This is an optimization exercise on Yosys and OpenROAD, whose aim is small area, a short achievable clock period and few clock cycles, not a production implementation.
Function was checked by simulation only, so behaviour that the tests miss may differ from the original.

==> try-maple <==
==> flow/design.v (excerpt) <==
module subset_sum_zero_search_unit #(
  parameter int PREFIX_ENTRIES = 32,
  parameter int SUBSET_BITS    = 9,
  parameter int NLO            = 3
) (
  input  logic                         clk,
  input  logic                         rst,
  input  logic                         req_valid,
  output logic                         req_ready,
  input  logic                         req_type,
  input  logic [sszs_pkg::SLOT_W-1:0]  req_table_slot,
  input  logic [sszs_pkg::WORD_W-1:0]  req_value,
  output logic                         rsp_valid,
  input  logic                         rsp_ready,
  output logic [sszs_pkg::MASK_W-1:0]  rsp_found_mask,
  output logic [sszs_pkg::COUNT_W-1:0] rsp_found_count
);
Settings: LEC_CHECK=0, CAP_MARGIN=20, CORE_AREA=5 5 705 1885, DIE_AREA=0 0 710 1890, PLACE_DENSITY=0.6, SETUP_SLACK_MARGIN=5, SLEW_MARGIN=20; clock period 10.0 ns.
standard.sh (not shown) runs the stock make flow with config.mk's settings and CLKGATE_MAP_FILE= SYNTH_SCRIPT=/design/flow/synth_recipe.tcl, a recipe that flattens the netlist after the stock synthesis.
==> flow/flow/run.sh <==
#!/bin/bash
# Layout flow: the standard flow, except that global placement is replaced
# by a structured placement of the compare array (flow/seed.py):
#   standard synthesis, floorplan and pin placement (standard.sh 3_2_place_iop)
#   pre.tcl  : remove synthesis buffers (as the standard global placement does)
#   seed.py  : place every cell (compare array on a grid, the rest next to it)
#   post.tcl : place the pins again for the new placement, buffer the ports
#   standard.sh : the rest of the standard flow (resize, detailed placement,
#                 CTS, routing, finish) and the final DEF in out/
# Each tool writes its full output to its own log file in this folder.
set -euo pipefail
cd "$(dirname "$0")/.."
W=$PWD
PLAT=${FLOW_PLATFORM:-sky130hd}
FH=${FLOW_HOME:-/OpenROAD-flow-scripts/flow}
R=$W/orfs/results/$PLAT/subset_sum_zero_search_unit/base
OR=$FH/../tools/install/OpenROAD/bin/openroad
[ -x "$OR" ] || OR=openroad
export PLATFORM_DIR=$FH/platforms/$PLAT
export RESULTS_DIR=$R
export SEED_BANDROWS=170 SEED_BSITES=146 SEED_SSITES=300
bash standard.sh 3_2_place_iop > flow_standard_to_iop.log 2>&1
$OR -no_init -exit flow/pre.tcl > flow_pre.log 2>&1
$OR -python -no_init -exit flow/seed.py $R/3_2_nobuf.odb $R/3_2_seeded.odb > flow_seed.log 2>&1
$OR -no_init -exit flow/post.tcl > flow_post.log 2>&1
bash standard.sh > flow_standard_finish.log 2>&1
Other scripts of this flow, unchanged in this note and not shown: flow/flow/post.tcl, flow/flow/pre.tcl, flow/flow/seed.py
==> try-tundra: changes against try-maple <==
--- a/flow/design.v
+++ b/flow/design.v
@@ -51,15 +51,15 @@
   localparam int W     = sszs_pkg::WORD_W;
   localparam int NHI   = SUBSET_BITS - NLO;
   localparam int NW    = 1 << NLO;
   localparam int NST   = 1 << NHI;
   localparam int PH_W  = 8;                  
   localparam int PH_FC = NLO + 2;           
   localparam int PH_LC = NLO + 1 + NST;     
-  logic [W-1:0] off [PREFIX_ENTRIES];
+  logic [W-1:0] off [PREFIX_ENTRIES];     
   logic [W-1:0] sv  [SUBSET_BITS];
   logic                        in_v;
   logic                        in_search;
   logic [sszs_pkg::SLOT_W-1:0] in_slot;
   logic [W-1:0]                in_val;     
   logic            act;        
   logic [PH_W-1:0] ph;
@@ -91,15 +91,15 @@
   assign step      = cmp_q && !last_q && !hold;
   assign free      = !act || last_q || rst;
   assign exec_load = in_v && !in_search && free;
   assign exec      = exec_load || init_q;
   always_comb begin
     in_v_n      = (in_v && !exec) || take;
     in_search_n = take ? req_type : in_search;
-    in_val_n    = !take ? in_val : req_type ? req_value - W'(1) : req_value;
+    in_val_n    = take ? req_value : in_val;
     act_n = act;
     ph_n  = ph;
     if (init_q) begin
       act_n = 1'b1;
       ph_n  = PH_W'(2);
     end else if (last_q) begin
       act_n = 1'b0;
@@ -221,13 +221,13 @@
       rsp_found_mask  <= mask;
       rsp_found_count <= sszs_pkg::popcount(mask);
     end
   end
   always_ff @(posedge clk) begin
     if (exec_load) begin
       for (int c = 0; c < PREFIX_ENTRIES; c++)
-        if (in_slot == sszs_pkg::SLOT_W'(c)) off[c] <= in_val;
+        if (in_slot == sszs_pkg::SLOT_W'(c)) off[c] <= in_val - W'(1);
       for (int i = 0; i < SUBSET_BITS; i++)
         if (in_slot == sszs_pkg::SLOT_W'(PREFIX_ENTRIES + i)) sv[i] <= in_val;
     end
   end
 endmodule
==> flow/flow/run.sh (replaced) <==
#!/bin/bash
# Layout flow: the standard flow, except that global placement is replaced
# by a structured placement of the compare array (flow/seed.py):
#   standard synthesis, floorplan and pin placement (standard.sh 3_2_place_iop)
#   pre.tcl  : remove synthesis buffers (as the standard global placement does)
#   seed.py  : place every cell (compare array on a grid, the rest next to it)
#   post.tcl : place the pins again for the new placement, buffer the ports
#   standard.sh : the rest of the standard flow (resize, detailed placement,
#                 CTS, routing, finish) and the final DEF in out/
# standard.sh runs with its setup slack margin raised to 6 ns (flow_standard.sh),
# and global routing first eases the layer capacity reduction (flow/grt.tcl).
# Each tool writes its full output to its own log file in this folder.
set -euo pipefail
cd "$(dirname "$0")/.."
W=$PWD
PLAT=${FLOW_PLATFORM:-sky130hd}
FH=${FLOW_HOME:-/OpenROAD-flow-scripts/flow}
R=$W/orfs/results/$PLAT/subset_sum_zero_search_unit/base
OR=$FH/../tools/install/OpenROAD/bin/openroad
[ -x "$OR" ] || OR=openroad
export PLATFORM_DIR=$FH/platforms/$PLAT
export RESULTS_DIR=$R
export SEED_BANDROWS=170 SEED_BSITES=146 SEED_SSITES=300
export PRE_GLOBAL_ROUTE_TCL=$W/flow/grt.tcl
# the standard flow with a setup margin of 6 ns for the timing repairs (the
# clock period and constraints are the standard flow's own)
sed 's/SETUP_SLACK_MARGIN=[0-9.]*/SETUP_SLACK_MARGIN=6/' standard.sh > flow_standard.sh
grep -q 'SETUP_SLACK_MARGIN=6' flow_standard.sh
bash flow_standard.sh 3_2_place_iop > flow_standard_to_iop.log 2>&1
$OR -no_init -exit flow/pre.tcl > flow_pre.log 2>&1
$OR -python -no_init -exit flow/seed.py $R/3_2_nobuf.odb $R/3_2_seeded.odb > flow_seed.log 2>&1
$OR -no_init -exit flow/post.tcl > flow_post.log 2>&1
bash flow_standard.sh > flow_standard_finish.log 2>&1
==> flow/flow/grt.tcl (new file) <==
# before global routing: ease the platform's layer capacity reduction (20 %)
# to 10 %, as the global router suggests for this design's crossbar
set_global_routing_layer_adjustment $::env(MIN_ROUTING_LAYER)-$::env(MAX_ROUTING_LAYER) 0.10
==> out/qor.txt <==
Seq/Total Area, Yosys = 31.8%
Adder-cell share of the synthesized area = 2.40%
Stop err = [ERROR GRT-0116] Global routing finished with congestion. Check the congestion regions in the DRC Viewer.
Last step reached = 5_1_grt
Synthesized area per cell = 9.67 µm²
Compound-gate portion of the synthesized area = 4.02%
Post-Synth XOR/XNOR Area = 44.5%
Mux share of post-synthesis cell area = 0.194%
Status = stopped before the end
Setup slack at placement = 3.28 ns
Post-DP Area = 0.435 mm²
the above is filed under try-maple

==> out/qor.txt <==
Status = stopped before the end
Last step reached = 5_1_grt
Stop err = [ERROR GRT-0232] Routing congestion too high. Check the congestion heatmap in the GUI.
Post-Synth XOR/XNOR Area = 44.4%
Seq/Total Area, Yosys = 31.8%
Total Routing Usage GR = 46.3%
Setup slack at placement = 2.15 ns
Simple-gate share of the synthesized area = 11.9%
Mux share of post-synthesis cell area = 0.444%
Adder-cell share of the synthesized area = 2.40%
Post-DP Area = 0.436 mm²
Synthesized area per cell = 9.68 µm²
the above is filed under try-tundra

Testbench counts of try-maple, summed over its fixed seeds: cycles 13,480.
Testbench counts of try-tundra, summed over its fixed seeds: cycles 13,480.
